From an optimization exercise on the open Yosys and OpenROAD flow, aimed at small area and few clock cycles; shortcuts taken in it are not production practice.
Function was checked by simulation only, so behaviour that the tests miss may differ from the original.
Power and IR drop assume default switching activity.

==> 09-18: inputs <==
// wall_run_extractor
module wall_run_extractor
#(
  parameter int MAX_WIDTH = 256
) (
  input  logic             clk,
  input  logic             rst_n,
  input  logic             in_valid,
  output logic             in_ready,
  input  logic             in_is_wall,
  output logic             out_valid,
  input  logic             out_ready,
  output logic             out_is_vertical,
  output logic [REG_W-1:0] out_rect_x,
  output logic [REG_W-1:0] out_rect_y,
  output logic [REG_W-1:0] out_rect_width,
  output logic [REG_W-1:0] out_rect_height,
  output logic             out_last,
  input  logic             cfg_we,
  input  logic [0:0]       cfg_index,
  input  logic [REG_W-1:0] cfg_wdata
);
Settings: LEC_CHECK=0, CAP_MARGIN=20, CORE_MARGIN=2, CORE_UTILIZATION=60, SLEW_MARGIN=20; clock period 5.5 ns.
standard.sh (not shown) runs the stock make flow with config.mk's settings and CLKGATE_MAP_FILE= SYNTH_SCRIPT=/design/flow/synth_recipe.tcl, a recipe that flattens the netlist after the stock synthesis.
==> flow/flow/run.sh <==
#!/bin/bash
# The standard layout (standard.sh) with two changes: the clock tree is built
# from clkbuf_8 buffers (clkbuf_16 at the root) driving clusters of up to 20
# flip-flops, without dummy loads; and the port buffers are buf_1 cells.
# standard.sh's output goes to standard.log, each ORFS step's to orfs/logs/.
set -euo pipefail
export CTS_ARGS="-sink_clustering_enable -repair_clock_nets -dont_use_dummy_load -buf_list sky130_fd_sc_hd__clkbuf_8 -root_buf sky130_fd_sc_hd__clkbuf_16 -sink_clustering_size 20 -sink_clustering_max_diameter 60"
export BUFFER_PORTS_ARGS="-buffer_cell sky130_fd_sc_hd__buf_1"
bash standard.sh > standard.log 2>&1
==> inputs of 07-15, as changes to 09-18 <==
--- a/flow/config.mk
+++ b/flow/config.mk
@@ -9,3 +9,3 @@
 export CORE_MARGIN = 2
-export CORE_UTILIZATION = 60
+export CORE_UTILIZATION = 70
 export SLEW_MARGIN = 20
==> comparison table <==
quantity	09-18	07-15
Result of the run	finished clean	finished clean
Fmax	199 MHz	209 MHz
Internal Dissipation	20.8 mW	20.8 mW
Antenna violations before repair	1	7
Vias	19400	19900
Die width	290 um	269 um
Wire length on met3	2280 um	2800 um
Combinational power	688 uW	703 uW
Worst reg-to-reg path cell count	16	9
Final standard cell area without fillers	52200 sq um	52100 sq um
# clk buffers	131	130
Initial cell density of the core	0.608	0.704
Wire length of the first global-routing pass	105000 um	118000 um
Total wirelength of the detailed-routed design	64000 um	76000 um
Met2 track utilization from global routing	0.237	0.358
Testbench counts of 09-18, summed over its fixed seeds: cycles 298,801.
Testbench counts of 07-15, summed over its fixed seeds: cycles 298,801.

* * *

==> inputs of run A <==
==> flow/design.v <==
package wre_pkg;
  localparam int REG_W = 9;                    
  localparam int CW    = 8;                    
  localparam int TAP_W = 4;                    
endpackage
module wre_ram #(
  parameter int WIDTH = 8
) (
  input  logic             clk,
  input  logic [7:0]       len_m1,
  input  logic             we,
  input  logic [3:0]       wtap,
  input  logic [WIDTH-1:0] wdata,
  input  logic [3:0]       rtap,
  output logic [WIDTH-1:0] rdata
);
  localparam int NB = 15;
  localparam int BL = 16;
  logic [3:0]       nblk, nfine;
  logic [WIDTH-1:0] head_r;
  logic [WIDTH-1:0] fine_in;
  logic [WIDTH-1:0] ftap [5];
  logic [WIDTH-1:0] blk_r [NB][BL];
  assign nblk  = len_m1[7:4];
  assign nfine = len_m1[3:0];
  assign fine_in = (we && wtap == 4'd0) ? wdata : head_r;
  assign ftap[4] = fine_in;
  for (genvar k = 3; k >= 0; k--) begin : g_fine
    localparam int LEN = 1 << k;
    logic [WIDTH-1:0] st_r [LEN];
    always_ff @(posedge clk) begin
      st_r[0] <= ftap[k+1];
      for (int i = 1; i < LEN; i++) st_r[i] <= st_r[i-1];
    end
    assign ftap[k] = nfine[k] ? st_r[LEN-1] : ftap[k+1];
  end
  for (genvar i = 0; i < NB; i++) begin : g_blk
    always_ff @(posedge clk) begin
      if (i == NB - 1 || nblk == 4'(i + 1)) blk_r[i][0] <= ftap[0];
      else                                  blk_r[i][0] <= blk_r[(i + 1) % NB][BL-1];
      blk_r[i][1] <= (we && wtap == 4'(i + 1)) ? wdata : blk_r[i][0];
      for (int k = 2; k < BL; k++) blk_r[i][k] <= blk_r[i][k-1];
    end
  end
  always_ff @(posedge clk) begin
    head_r <= (nblk == 4'd0) ? ftap[0] : blk_r[0][BL-1];
  end
  always_comb begin
    rdata = head_r;
    for (int i = 0; i < NB; i++) begin
      if (rtap == 4'(i + 1)) rdata = blk_r[i][0];
    end
  end
endmodule
import wre_pkg::*;
module wre_out_fifo
(
  input  logic             clk,
  input  logic             rst_n,
  input  logic             load,       
  input  logic             h_emit,
  input  logic             v_emit,
  input  logic             floor_t,    
  input  logic [REG_W-1:0] h_x,
  input  logic [REG_W-1:0] h_y,
  input  logic [REG_W-1:0] h_len,
  input  logic [REG_W-1:0] v_x,
  input  logic [REG_W-1:0] v_y,
  input  logic [REG_W-1:0] v_len,
  output logic             room,       
  output logic             out_valid,
  input  logic             out_ready,
  output logic             out_is_vertical,
  output logic [REG_W-1:0] out_rect_x,
  output logic [REG_W-1:0] out_rect_y,
  output logic [REG_W-1:0] out_rect_width,
  output logic [REG_W-1:0] out_rect_height,
  output logic             out_last
);
  logic             ov_r, pv_r;
  logic             o_vert_r, o_last_r;
  logic [REG_W-1:0] o_x_r, o_y_r, o_len_r;
  logic             p_floor_r;
  logic [REG_W-1:0] p_len_r;
  logic             pop;
  logic             push;
  assign pop  = ov_r && out_ready;
  assign push = load && (h_emit || v_emit);
  assign room = !pv_r && (!ov_r || out_ready);
  always_ff @(posedge clk) begin
    if (!rst_n) begin
      ov_r <= 1'b0;
      pv_r <= 1'b0;
    end else if (push) begin
      ov_r <= h_emit || v_emit;
      pv_r <= h_emit && v_emit;
    end else if (pop) begin
      ov_r <= pv_r;
      pv_r <= 1'b0;
    end
  end
  always_ff @(posedge clk) begin
    if (push) begin
      if (h_emit) begin
        o_vert_r <= 1'b0;
        o_last_r <= !v_emit;
        o_x_r    <= h_x;
        o_y_r    <= h_y;
        o_len_r  <= h_len;
      end else begin
        o_vert_r <= 1'b1;
        o_last_r <= 1'b1;
        o_x_r    <= v_x;
        o_y_r    <= v_y;
        o_len_r  <= v_len;
      end
      p_floor_r <= floor_t;
      p_len_r   <= v_len;
    end else if (pop && pv_r) begin
      o_vert_r <= 1'b1;
      o_last_r <= 1'b1;
      o_x_r    <= o_x_r + REG_W'(p_floor_r);
      o_y_r    <= o_y_r - REG_W'(p_floor_r);
      o_len_r  <= p_len_r;
    end
  end
  assign out_valid       = ov_r;
  assign out_is_vertical = o_vert_r;
  assign out_rect_x      = o_x_r;
  assign out_rect_y      = o_y_r;
  assign out_rect_width  = o_vert_r ? REG_W'(1) : o_len_r;
  assign out_rect_height = o_vert_r ? o_len_r : REG_W'(1);
  assign out_last        = o_last_r;
endmodule
import wre_pkg::*;
module wall_run_extractor
#(
  parameter int MAX_WIDTH = 256
) (
  input  logic             clk,
  input  logic             rst_n,
  input  logic             in_valid,
  output logic             in_ready,
  input  logic             in_is_wall,
  output logic             out_valid,
  input  logic             out_ready,
  output logic             out_is_vertical,
  output logic [REG_W-1:0] out_rect_x,
  output logic [REG_W-1:0] out_rect_y,
  output logic [REG_W-1:0] out_rect_width,
  output logic [REG_W-1:0] out_rect_height,
  output logic             out_last,
  input  logic             cfg_we,
  input  logic [0:0]       cfg_index,
  input  logic [REG_W-1:0] cfg_wdata
);
  logic [CW-1:0]    w_m1_r, h_m1_r;
  logic [CW-1:0]    cfg_m1;
  logic [CW-1:0]    col_r, row_r;
  logic             row0_r;
  logic [CW-1:0]    rrun_r;
  logic             accept, last_col, last_row, wall;
  logic [CW-1:0]    dp_r, dw_r;
  logic             hv_r, wbv_r;
  logic [CW-1:0]    hold_r, wb_r;
  logic             at_p, at_w, have_old;
  logic             ring_we;
  logic [TAP_W-1:0] ring_wtap;
  logic [CW-1:0]    ring_wdata, ring_rdata;
  logic [CW-1:0]    dp_dec, dw_dec;
  logic [CW-1:0]    v_old, v_new;
  logic [REG_W-1:0] h_len, v_len;
  logic             h_emit, v_emit;
  logic             room;
  assign cfg_m1 = (cfg_wdata == '0) ? '0 :
                  cfg_wdata[REG_W-1] ? {CW{1'b1}} : CW'(cfg_wdata - 9'd1);
  always_ff @(posedge clk) begin
    if (!rst_n) begin
      w_m1_r <= CW'(31);
      h_m1_r <= CW'(31);
    end else if (cfg_we) begin
      if (cfg_index == 1'b0) w_m1_r <= cfg_m1;
      else                   h_m1_r <= cfg_m1;
    end
  end
  assign at_p     = (dp_r[3:0] == 4'd0);
  assign at_w     = (dw_r[3:0] == 4'd0);
  assign dp_dec   = (dp_r == '0) ? w_m1_r : dp_r - CW'(1);
  assign dw_dec   = (dw_r == '0) ? w_m1_r : dw_r - CW'(1);
  assign have_old = row0_r || hv_r || at_p;
  assign ring_we    = (wbv_r && at_w) || (accept && at_p);
  assign ring_wtap  = wbv_r ? dw_r[7:4] : dp_r[7:4];
  assign ring_wdata = wbv_r ? wb_r : v_new;
  wre_ram #(
    .WIDTH (CW)
  ) u_col_ring (
    .clk    (clk),
    .len_m1 (w_m1_r),
    .we     (ring_we),
    .wtap   (ring_wtap),
    .wdata  (ring_wdata),
    .rtap   (dp_r[7:4]),
    .rdata  (ring_rdata)
  );
  assign in_ready = !wbv_r && have_old && (room || !(h_emit || v_emit));
  assign accept   = in_valid && in_ready;
  assign wall     = in_is_wall;
  assign last_col = (col_r == w_m1_r);
  assign last_row = (row_r == h_m1_r);
  assign h_len  = {1'b0, rrun_r} + REG_W'(wall);
  assign h_emit = (!wall || last_col) && (h_len > 9'd2);
  assign v_old  = row0_r ? '0 : hv_r ? hold_r : ring_rdata;
  assign v_len  = {1'b0, v_old} + REG_W'(wall);
  assign v_emit = (!wall || last_row) && (v_len > 9'd2);
  assign v_new  = wall ? v_len[CW-1:0] : '0;
  always_ff @(posedge clk) begin
    if (!rst_n) begin
      col_r  <= '0;
      row_r  <= '0;
      row0_r <= 1'b1;
      rrun_r <= '0;
      dp_r   <= '0;
      hv_r   <= 1'b0;
      wbv_r  <= 1'b0;
    end else if (cfg_we) begin
      col_r  <= '0;
      row_r  <= '0;
      row0_r <= 1'b1;
      rrun_r <= '0;
      dp_r   <= '0;
      hv_r   <= 1'b0;
      wbv_r  <= 1'b0;
    end else begin
      if (accept) begin
        rrun_r <= (wall && !last_col) ? h_len[CW-1:0] : '0;
        if (last_col) begin
          col_r  <= '0;
          row_r  <= last_row ? '0 : row_r + CW'(1);
          row0_r <= last_row;
        end else begin
          col_r  <= col_r + CW'(1);
        end
        hv_r <= 1'b0;
      end else begin
        dp_r <= dp_dec;
        if (!hv_r && !row0_r && at_p) hv_r <= 1'b1;
      end
      if (accept && !at_p) begin
        wbv_r <= 1'b1;
      end else if (wbv_r && at_w) begin
        wbv_r <= 1'b0;
      end
    end
  end
  always_ff @(posedge clk) begin
    if (!hv_r && at_p) hold_r <= ring_rdata;
    if (accept && !at_p) begin
      wb_r <= v_new;
      dw_r <= dp_dec;
    end else begin
      dw_r <= dw_dec;
    end
  end
  wre_out_fifo u_out (
    .clk             (clk),
    .rst_n           (rst_n),
    .load            (accept),
    .h_emit          (h_emit),
    .v_emit          (v_emit),
    .floor_t         (!wall),
    .h_x             ({1'b0, col_r} + REG_W'(wall)),
    .h_y             ({1'b0, row_r} + 9'd1),
    .h_len           (h_len),
    .v_x             ({1'b0, col_r} + 9'd1),
    .v_y             ({1'b0, row_r} + REG_W'(wall)),
    .v_len           (v_len),
    .room            (room),
    .out_valid       (out_valid),
    .out_ready       (out_ready),
    .out_is_vertical (out_is_vertical),
    .out_rect_x      (out_rect_x),
    .out_rect_y      (out_rect_y),
    .out_rect_width  (out_rect_width),
    .out_rect_height (out_rect_height),
    .out_last        (out_last)
  );
endmodule
==> flow/run.sh <==
#!/bin/bash
# synth_recipe.tcl (not shown) runs the flow's synth.tcl, then flattens the netlist and writes it again
# the make line also repeats each setting of config.mk as NAME=value (left out here)
make -C /OpenROAD-flow-scripts/flow DESIGN_CONFIG=/design/flow/config.mk WORK_HOME=/design/flow/orfs CLKGATE_MAP_FILE= SYNTH_SCRIPT=/design/flow/synth_recipe.tcl finish
==> flow/config.mk <==
export PLATFORM = sky130hd
export DESIGN_NAME = wall_run_extractor
export DESIGN_NICKNAME = wall_run_extractor
export VERILOG_FILES = /design/flow/design.v
export SDC_FILE = /design/flow/constraint.sdc
export NUM_CORES = 4
export LEC_CHECK = 0
export CAP_MARGIN = 20
export CORE_MARGIN = 2
export CORE_UTILIZATION = 55
export CTS_BUF_LIST = sky130_fd_sc_hd__clkbuf_8 sky130_fd_sc_hd__clkbuf_4
export CTS_CLUSTER_SIZE = 30
export SLEW_MARGIN = 20
==> flow/constraint.sdc <==
create_clock -name core_clock -period 5.5 [get_ports {clk}]
set_input_delay 1.1000 -clock core_clock [delete_from_list [all_inputs] [get_ports {clk}]]
set_output_delay 1.1000 -clock core_clock [all_outputs]
set_load 0.01 [all_outputs]
==> run H (differences from run A) <==
==> flow/design.v (replaced) <==
package wre_pkg;
  localparam int REG_W = 9;                    
  localparam int CW    = 8;                    
  localparam int NSEG  = 8;                    
endpackage
module wre_ram #(
  parameter int WIDTH = 8,
  parameter int NSEG  = 8
) (
  input  logic             clk,
  input  logic             shift,
  input  logic [NSEG-1:0]  len_m1,
  input  logic [WIDTH-1:0] wdata,
  output logic [WIDTH-1:0] head
);
  logic [WIDTH-1:0] tap [NSEG+1];
  assign tap[NSEG] = wdata;
  for (genvar k = NSEG - 1; k >= 0; k--) begin : g_seg
    localparam int LEN = 1 << k;
    logic [WIDTH-1:0] st [LEN];
    always_ff @(posedge clk) begin
      if (shift) begin
        st[0] <= tap[k+1];
        for (int i = 1; i < LEN; i++) st[i] <= st[i-1];
      end
    end
    assign tap[k] = len_m1[k] ? st[LEN-1] : tap[k+1];
  end
  always_ff @(posedge clk) begin
    if (shift) head <= tap[0];
  end
endmodule
import wre_pkg::*;
module wre_out_fifo
(
  input  logic             clk,
  input  logic             rst_n,
  input  logic             load,       
  input  logic             h_emit,
  input  logic             v_emit,
  input  logic             floor_t,    
  input  logic [REG_W-1:0] h_x,
  input  logic [REG_W-1:0] h_y,
  input  logic [REG_W-1:0] h_len,
  input  logic [REG_W-1:0] v_x,
  input  logic [REG_W-1:0] v_y,
  input  logic [REG_W-1:0] v_len,
  output logic             room,       
  output logic             out_valid,
  input  logic             out_ready,
  output logic             out_is_vertical,
  output logic [REG_W-1:0] out_rect_x,
  output logic [REG_W-1:0] out_rect_y,
  output logic [REG_W-1:0] out_rect_width,
  output logic [REG_W-1:0] out_rect_height,
  output logic             out_last
);
  logic             ov_r, pv_r;
  logic             o_vert_r, o_last_r;
  logic [REG_W-1:0] o_x_r, o_y_r, o_len_r;
  logic             p_floor_r;
  logic [REG_W-1:0] p_len_r;
  logic             pop;
  assign pop  = ov_r && out_ready;
  assign room = !pv_r && (!ov_r || out_ready);
  always_ff @(posedge clk) begin
    if (!rst_n) begin
      ov_r <= 1'b0;
      pv_r <= 1'b0;
    end else if (load) begin
      ov_r <= h_emit || v_emit;
      pv_r <= h_emit && v_emit;
    end else if (pop) begin
      ov_r <= pv_r;
      pv_r <= 1'b0;
    end
  end
  always_ff @(posedge clk) begin
    if (load) begin
      if (h_emit) begin
        o_vert_r <= 1'b0;
        o_last_r <= !v_emit;
        o_x_r    <= h_x;
        o_y_r    <= h_y;
        o_len_r  <= h_len;
      end else begin
        o_vert_r <= 1'b1;
        o_last_r <= 1'b1;
        o_x_r    <= v_x;
        o_y_r    <= v_y;
        o_len_r  <= v_len;
      end
      p_floor_r <= floor_t;
      p_len_r   <= v_len;
    end else if (pop && pv_r) begin
      o_vert_r <= 1'b1;
      o_last_r <= 1'b1;
      o_x_r    <= o_x_r + REG_W'(p_floor_r);
      o_y_r    <= o_y_r - REG_W'(p_floor_r);
      o_len_r  <= p_len_r;
    end
  end
  assign out_valid       = ov_r;
  assign out_is_vertical = o_vert_r;
  assign out_rect_x      = o_x_r;
  assign out_rect_y      = o_y_r;
  assign out_rect_width  = o_vert_r ? REG_W'(1) : o_len_r;
  assign out_rect_height = o_vert_r ? o_len_r : REG_W'(1);
  assign out_last        = o_last_r;
endmodule
import wre_pkg::*;
module wall_run_extractor
#(
  parameter int MAX_WIDTH = 256
) (
  input  logic             clk,
  input  logic             rst_n,
  input  logic             in_valid,
  output logic             in_ready,
  input  logic             in_is_wall,
  output logic             out_valid,
  input  logic             out_ready,
  output logic             out_is_vertical,
  output logic [REG_W-1:0] out_rect_x,
  output logic [REG_W-1:0] out_rect_y,
  output logic [REG_W-1:0] out_rect_width,
  output logic [REG_W-1:0] out_rect_height,
  output logic             out_last,
  input  logic             cfg_we,
  input  logic [0:0]       cfg_index,
  input  logic [REG_W-1:0] cfg_wdata
);
  logic [CW-1:0]    w_m1_r, h_m1_r;
  logic [CW-1:0]    cfg_m1;
  logic [CW-1:0]    col_r, row_r;
  logic             row0_r;
  logic [CW-1:0]    rrun_r;
  logic             accept, last_col, last_row, wall;
  logic [CW-1:0]    head, v_old, v_new;
  logic [REG_W-1:0] h_len, v_len;
  logic             h_emit, v_emit;
  logic             room;
  assign cfg_m1 = (cfg_wdata == '0) ? '0 :
                  cfg_wdata[REG_W-1] ? {CW{1'b1}} : CW'(cfg_wdata - 9'd1);
  always_ff @(posedge clk) begin
    if (!rst_n) begin
      w_m1_r <= CW'(31);
      h_m1_r <= CW'(31);
    end else if (cfg_we) begin
      if (cfg_index == 1'b0) w_m1_r <= cfg_m1;
      else                   h_m1_r <= cfg_m1;
    end
  end
  assign in_ready = room;
  assign accept   = in_valid && room;
  assign wall     = in_is_wall;
  assign last_col = (col_r == w_m1_r);
  assign last_row = (row_r == h_m1_r);
  assign h_len  = {1'b0, rrun_r} + REG_W'(wall);
  assign h_emit = (!wall || last_col) && (h_len > 9'd2);
  assign v_old  = row0_r ? '0 : head;
  assign v_len  = {1'b0, v_old} + REG_W'(wall);
  assign v_emit = (!wall || last_row) && (v_len > 9'd2);
  assign v_new  = wall ? v_len[CW-1:0] : '0;
  always_ff @(posedge clk) begin
    if (!rst_n) begin
      col_r  <= '0;
      row_r  <= '0;
      row0_r <= 1'b1;
      rrun_r <= '0;
    end else if (cfg_we) begin
      col_r  <= '0;
      row_r  <= '0;
      row0_r <= 1'b1;
      rrun_r <= '0;
    end else if (accept) begin
      rrun_r <= (wall && !last_col) ? h_len[CW-1:0] : '0;
      if (last_col) begin
        col_r  <= '0;
        row_r  <= last_row ? '0 : row_r + CW'(1);
        row0_r <= last_row;
      end else begin
        col_r  <= col_r + CW'(1);
      end
    end
  end
  wre_ram #(
    .WIDTH (CW),
    .NSEG  (NSEG)
  ) u_col_line (
    .clk    (clk),
    .shift  (accept),
    .len_m1 (w_m1_r),
    .wdata  (v_new),
    .head   (head)
  );
  wre_out_fifo u_out (
    .clk             (clk),
    .rst_n           (rst_n),
    .load            (accept),
    .h_emit          (h_emit),
    .v_emit          (v_emit),
    .floor_t         (!wall),
    .h_x             ({1'b0, col_r} + REG_W'(wall)),
    .h_y             ({1'b0, row_r} + 9'd1),
    .h_len           (h_len),
    .v_x             ({1'b0, col_r} + 9'd1),
    .v_y             ({1'b0, row_r} + REG_W'(wall)),
    .v_len           (v_len),
    .room            (room),
    .out_valid       (out_valid),
    .out_ready       (out_ready),
    .out_is_vertical (out_is_vertical),
    .out_rect_x      (out_rect_x),
    .out_rect_y      (out_rect_y),
    .out_rect_width  (out_rect_width),
    .out_rect_height (out_rect_height),
    .out_last        (out_last)
  );
endmodule
CORE_UTILIZATION = 40   (was 55)
CTS_BUF_LIST = unset   (was sky130_fd_sc_hd__clkbuf_8 sky130_fd_sc_hd__clkbuf_4)
CTS_CLUSTER_SIZE = unset   (was 30)
==> comparison <==
Of run A and run H, run A has the higher non-clock buffer count (gap 138).
Of run H and run A, run A has the higher core utilization (gap 20 points).
Final area: run H is larger than run A (22%).
Total power: run H is lower than run A (6.0%).
Of run H and run A, run H has the higher area after synthesis (gap 27%, measured against run A).
In combinational power, run A is at 2.7 times the value of run H.
Against run A, the global-route usage of run H is lower by 14 points.
Sequential power is about the same in run A and run H.
Run H ran to the end with no violations. Run A finished but fails on setup timing.
Of run A and run H, run H has the higher hold slack (gap 120 ps).
Testbench counts of run A, summed over its fixed seeds: cycles 300,970.
Testbench counts of run H, summed over its fixed seeds: cycles 299,914.

## static timing again, ports no longer ideal
The flow's constraints put no driver on any port. The routed layouts listed below were extracted and timed again, unchanged, in two steps.
Step 1 (the two cells are an assumption about what drives the block):
set clk [get_ports {clk}]
set_driving_cell -lib_cell sky130_fd_sc_hd__clkbuf_16 $clk
set_driving_cell -lib_cell sky130_fd_sc_hd__buf_2 [delete_from_list [all_inputs] $clk]
Step 2 moves the port delays by t, midway between the first and last clock arrival at a register: inputs arrive t later, outputs are due t later. That takes back most of the time a late clock gives input paths.
Slacks: no drivers / after step 1 / after step 2; pairs: no drivers / after step 1.
| run | t, ns | setup slack, ns | worst setup path at the end | latest minus earliest clock arrival (ns) | worst register clock-pin slew, ns |
|---|---|---|---|---|---|
| 09-18 | 0.693 | 0.487 / 0.424 / 0.752 | input to register | 0.151 / 0.150 | 0.11 / 0.11 |
| 07-15 | 0.704 | 0.709 / 0.642 / 0.974 | input to register | 0.135 / 0.135 | 0.12 / 0.12 |
| run A | 0.988 | -0.410 / -0.474 / 0.014 | input to register | 0.088 / 0.087 | 0.07 / 0.07 |
| run H | 0.835 | 1.798 / 1.784 / 0.949 | input to register | 0.023 / 0.022 | 0.07 / 0.07 |
For run H, which loses most, drivers alone change the setup slack by -0.014 ns; drivers and shift together by -0.849 ns.
